Context: an optimization exercise on an open-source flow, tuned for small area, a short achievable clock period and few clock cycles per item. The choices shown serve that exercise and are no tape-out recipe.
RTL that was checked went through simulation tests only; none was proved equivalent to the original.
Power figures rest on the tool's default switching activity, not on a simulated workload.

// ia_loader_top
module ia_loader_top (
    input  logic                                          clk,
    input  logic                                          rst_n,
    input  logic                                          init_cfg,
    input  logic [ia_pkg::reg_width-1:0]                  k,
    input  logic [ia_pkg::reg_width-1:0]                  n,
    input  logic [ia_pkg::reg_width-1:0]                  m,
    input  logic [ia_pkg::reg_width-1:0]                  lhs_base,
    input  logic [ia_pkg::reg_width-1:0]                  lhs_row_stride_b,
    input  logic signed [ia_pkg::reg_width-1:0]           lhs_zp,
    input  logic                                          send_ia_trigger,
    output logic                                          icb_cmd_valid,
    input  logic                                          icb_cmd_ready,
    output logic                                          icb_cmd_read,
    output logic [ia_pkg::reg_width-1:0]                  icb_cmd_addr,
    output logic [ia_pkg::len_width-1:0]                  icb_cmd_len,
    input  logic                                          icb_rsp_valid,
    output logic                                          icb_rsp_ready,
    input  logic [ia_pkg::bus_width-1:0]                  icb_rsp_rdata,
    output logic [ia_pkg::tile_size*ia_pkg::data_width-1:0] ia_out,
    output logic                                          ia_row_valid,
    output logic                                          ia_is_init_data,
    output logic                                          ia_calc_done,
    output logic                                          ia_sending_done,
    output logic                                          ia_data_valid
);
Size: roughly 2900 cells after synthesis, roughly 830 flip-flops, about 37000 µm² of cells after synthesis.
Settings: LEC_CHECK=0, ABC_CLOCK_PERIOD_IN_PS=2500, CAP_MARGIN=20, CORE_MARGIN=2, CORE_UTILIZATION=60, SETUP_SLACK_MARGIN=2.5, SLEW_MARGIN=20; clock period 5.5 ns.
run.sh (not shown) runs the stock make flow with config.mk's settings and CLKGATE_MAP_FILE= SYNTH_SCRIPT=/design/flow/synth_recipe.tcl, a recipe that flattens the netlist after the stock synthesis.
The first run produced a clean layout.
==> next run, changes <==
Settings changed: ABC_CLOCK_PERIOD_IN_PS 2500 to unset, CORE_UTILIZATION 60 to 40, SETUP_SLACK_MARGIN 2.5 to unset.
=> The new run completed with no timing, DRC or antenna violations; hold slack degrades by 0.013 ns; core utilization is lower by 31 points; maximum frequency is lower by about a fifth; critical path depth does not change; area after synthesis stays the same; flip-flop and latch count is unchanged; total power is lower by about a fifth; die area is higher by well over a third; wire length is lower by a little under a tenth; via count is lower by a little under a tenth; sequential power is higher slightly.
No run of this note included a check of the RTL's function; only the layout flow was run.

## north
Another version of the RTL of ia_loader_top (not shown whole).
For scale: roughly 3200 cells after synthesis.
Settings: LEC_CHECK=0, ABC_CLOCK_PERIOD_IN_PS=2500, CAP_MARGIN=20, CORE_MARGIN=2, CORE_UTILIZATION=60, SETUP_SLACK_MARGIN=3.0, SLEW_MARGIN=20; clock period 5.5 ns.
north completed every stage of the flow, and the final layout passed the timing, DRC and antenna checks.
Testbench counts of north, summed over its fixed seeds: cycles 40,453, tiles 2,306.
Relative to north, the following input files were edited for south:
Settings: swapping 3.0 for 3.25 in SETUP_SLACK_MARGIN; putting ABC_AREA at 1 where nothing was set; putting CTS_CLUSTER_SIZE at 30 where nothing was set.
## What came out
south against north: HPWL after detailed placement has increased; width of the die went up by 4.1 microns; global-route wire length before repair increased by about 11% relative to the old numbers.
Per the comparison of south with north, post-route worst hold slack went down; global-route usage went up by 2.4 points.
On share of the final layout cell area in multi-input gates: south sits above north.
Relative to north, the final cell area reported for south is higher.
Summary — proportion of cell area occupied by registers, south relative to north: lower, by 3.2 points.
south vs north — pin count of the biggest net entering global routing dropped by more than a quarter
[inputs] east vs south
Settings: SETUP_SLACK_MARGIN: 3.25 -> 2.8; CTS_CLUSTER_SIZE: 30 -> unset.
Results
The worst slew margin relative to its limit reported for east is smaller than that of south by 1.6 points. south → east: power attributed to the clock group saw an increase, clock network fraction of design power went up 3.3 points, synthesis-to-layout area growth down 8.4 points, total detailed-routing wirelength now smaller. south → east: critical path depth decreased by 7 relative to the old numbers; sequential share of layout area increased by 3.5 points relative to the old numbers. east reports its largest power group as registers while south reports combinational logic. Taking south as the reference, in east number of non-filler instances in the completed layout has decreased, fmax shows a reduction of 31 MHz. For east, the cell with the largest stage delay on the worst path was sky130_fd_sc_hd__clkdlybuf4s50_1, unlike south, where it was sky130_fd_sc_hd__edfxtp_1.

Setup of v6:
Another version of the RTL of ia_loader_top (not shown whole).
Size in the first run: about 3700 cells after synthesis, about 970 flip-flops, about 290 I/O pins.
==> flow/design.v (excerpt) <==
module ia_loader_top (
    input  logic                                          clk,
    input  logic                                          rst_n,
    input  logic                                          init_cfg,
    input  logic [ia_pkg::reg_width-1:0]                  k,
    input  logic [ia_pkg::reg_width-1:0]                  n,
    input  logic [ia_pkg::reg_width-1:0]                  m,
    input  logic [ia_pkg::reg_width-1:0]                  lhs_base,
    input  logic [ia_pkg::reg_width-1:0]                  lhs_row_stride_b,
    input  logic signed [ia_pkg::reg_width-1:0]           lhs_zp,
    input  logic                                          send_ia_trigger,
    output logic                                          icb_cmd_valid,
    input  logic                                          icb_cmd_ready,
    output logic                                          icb_cmd_read,
    output logic [ia_pkg::reg_width-1:0]                  icb_cmd_addr,
    output logic [ia_pkg::len_width-1:0]                  icb_cmd_len,
    input  logic                                          icb_rsp_valid,
    output logic                                          icb_rsp_ready,
    input  logic [ia_pkg::bus_width-1:0]                  icb_rsp_rdata,
    output logic [ia_pkg::tile_size*ia_pkg::data_width-1:0] ia_out,
    output logic                                          ia_row_valid,
    output logic                                          ia_is_init_data,
    output logic                                          ia_calc_done,
    output logic                                          ia_sending_done,
    output logic                                          ia_data_valid
);
    function automatic logic [7:0] rot1(input logic [7:0] x);
        rot1 = {x[6:0], x[7]};
    endfunction
    logic [12:0] n_hi, m_hi;      
    logic        n_lo_z, m_lo_z;  
    logic        k_lo_z;          
    logic [2:0]  k_lo_m1;         
    logic        n_lo_two;        
    logic        ct1, lt1;        
    logic [15:0] stride;
    logic [15:0] zp;
    logic [2:0]  base_lo;         
    logic        w_act;           
    logic [12:0] c_rem, l_rem, r_rem;
    logic [12:0] tile_hi, row_hi;  
    logic [2:0]  c_left;          
  ...
Settings: LEC_CHECK=0, ABC_AREA=1, ABC_CLOCK_PERIOD_IN_PS=2500, CAP_MARGIN=20, CORE_MARGIN=2, CORE_UTILIZATION=60, SETUP_SLACK_MARGIN=3.0, SLEW_MARGIN=20; clock period 5.5 ns.
Testbench counts of v6, summed over its fixed seeds: cycles 40,413, tiles 2,306.
Input changes introduced in v7 (baseline for comparison: v6):
- ABC_AREA removed (was 1)
- Relative to v6, final clock period utilization by the worst path has increased by 1.3 points in v7.
- Summary — sequential power, v7 relative to v6: lower, by about 24%.
- A class of the most critical setup path of flip-flop to primary output is what v6 shows, while flip-flop to flip-flop belongs to v7.
- Comparing v6 and v7, the higher number of global-route vias before repair was measured on v6.

static timing again, ports no longer ideal:
No port has a modelled driver above. Below, the same layouts with a new extraction and two added sets of constraints. Step 1 assumes that a clkbuf_16 drives the clock port and a buf_2 every other input. Step 2 also shifts input and output timing later by t, the mid clock arrival at the registers, as if the neighbouring blocks saw the same clock. Slacks: ideal / step 1 / step 2; pairs: ideal / step 1.
run	shift t [ns]	slack for setup (ns)	hold slack, ns	worst setup path after step 2	worst data-port slew with drivers (ns)
the first run of note 1	0.710	1.695 / 1.695 / 1.695	0.425 / 0.383 / 0.438	register to register	0.11
the second run of note 1	0.724	1.037 / 1.037 / 0.839	0.411 / 0.364 / 0.435	input to register	0.17
north	0.714	2.793 / 2.793 / 2.327	0.440 / 0.440 / 0.440	input to register	0.12
south	0.722	3.031 / 3.016 / 2.493	0.419 / 0.419 / 0.419	input to register	0.11
east	0.725	2.827 / 2.763 / 2.050	0.422 / 0.422 / 0.422	input to register	0.12
v6	0.734	2.952 / 2.883 / 2.332	0.420 / 0.420 / 0.420	input to register	0.12
v7	0.719	2.882 / 2.866 / 2.365	0.434 / 0.434 / 0.434	input to register	0.10
After both steps every run listed still meets setup and hold. For east, which loses most, drivers alone change the setup slack by -0.064 ns; drivers and shift together by -0.777 ns.
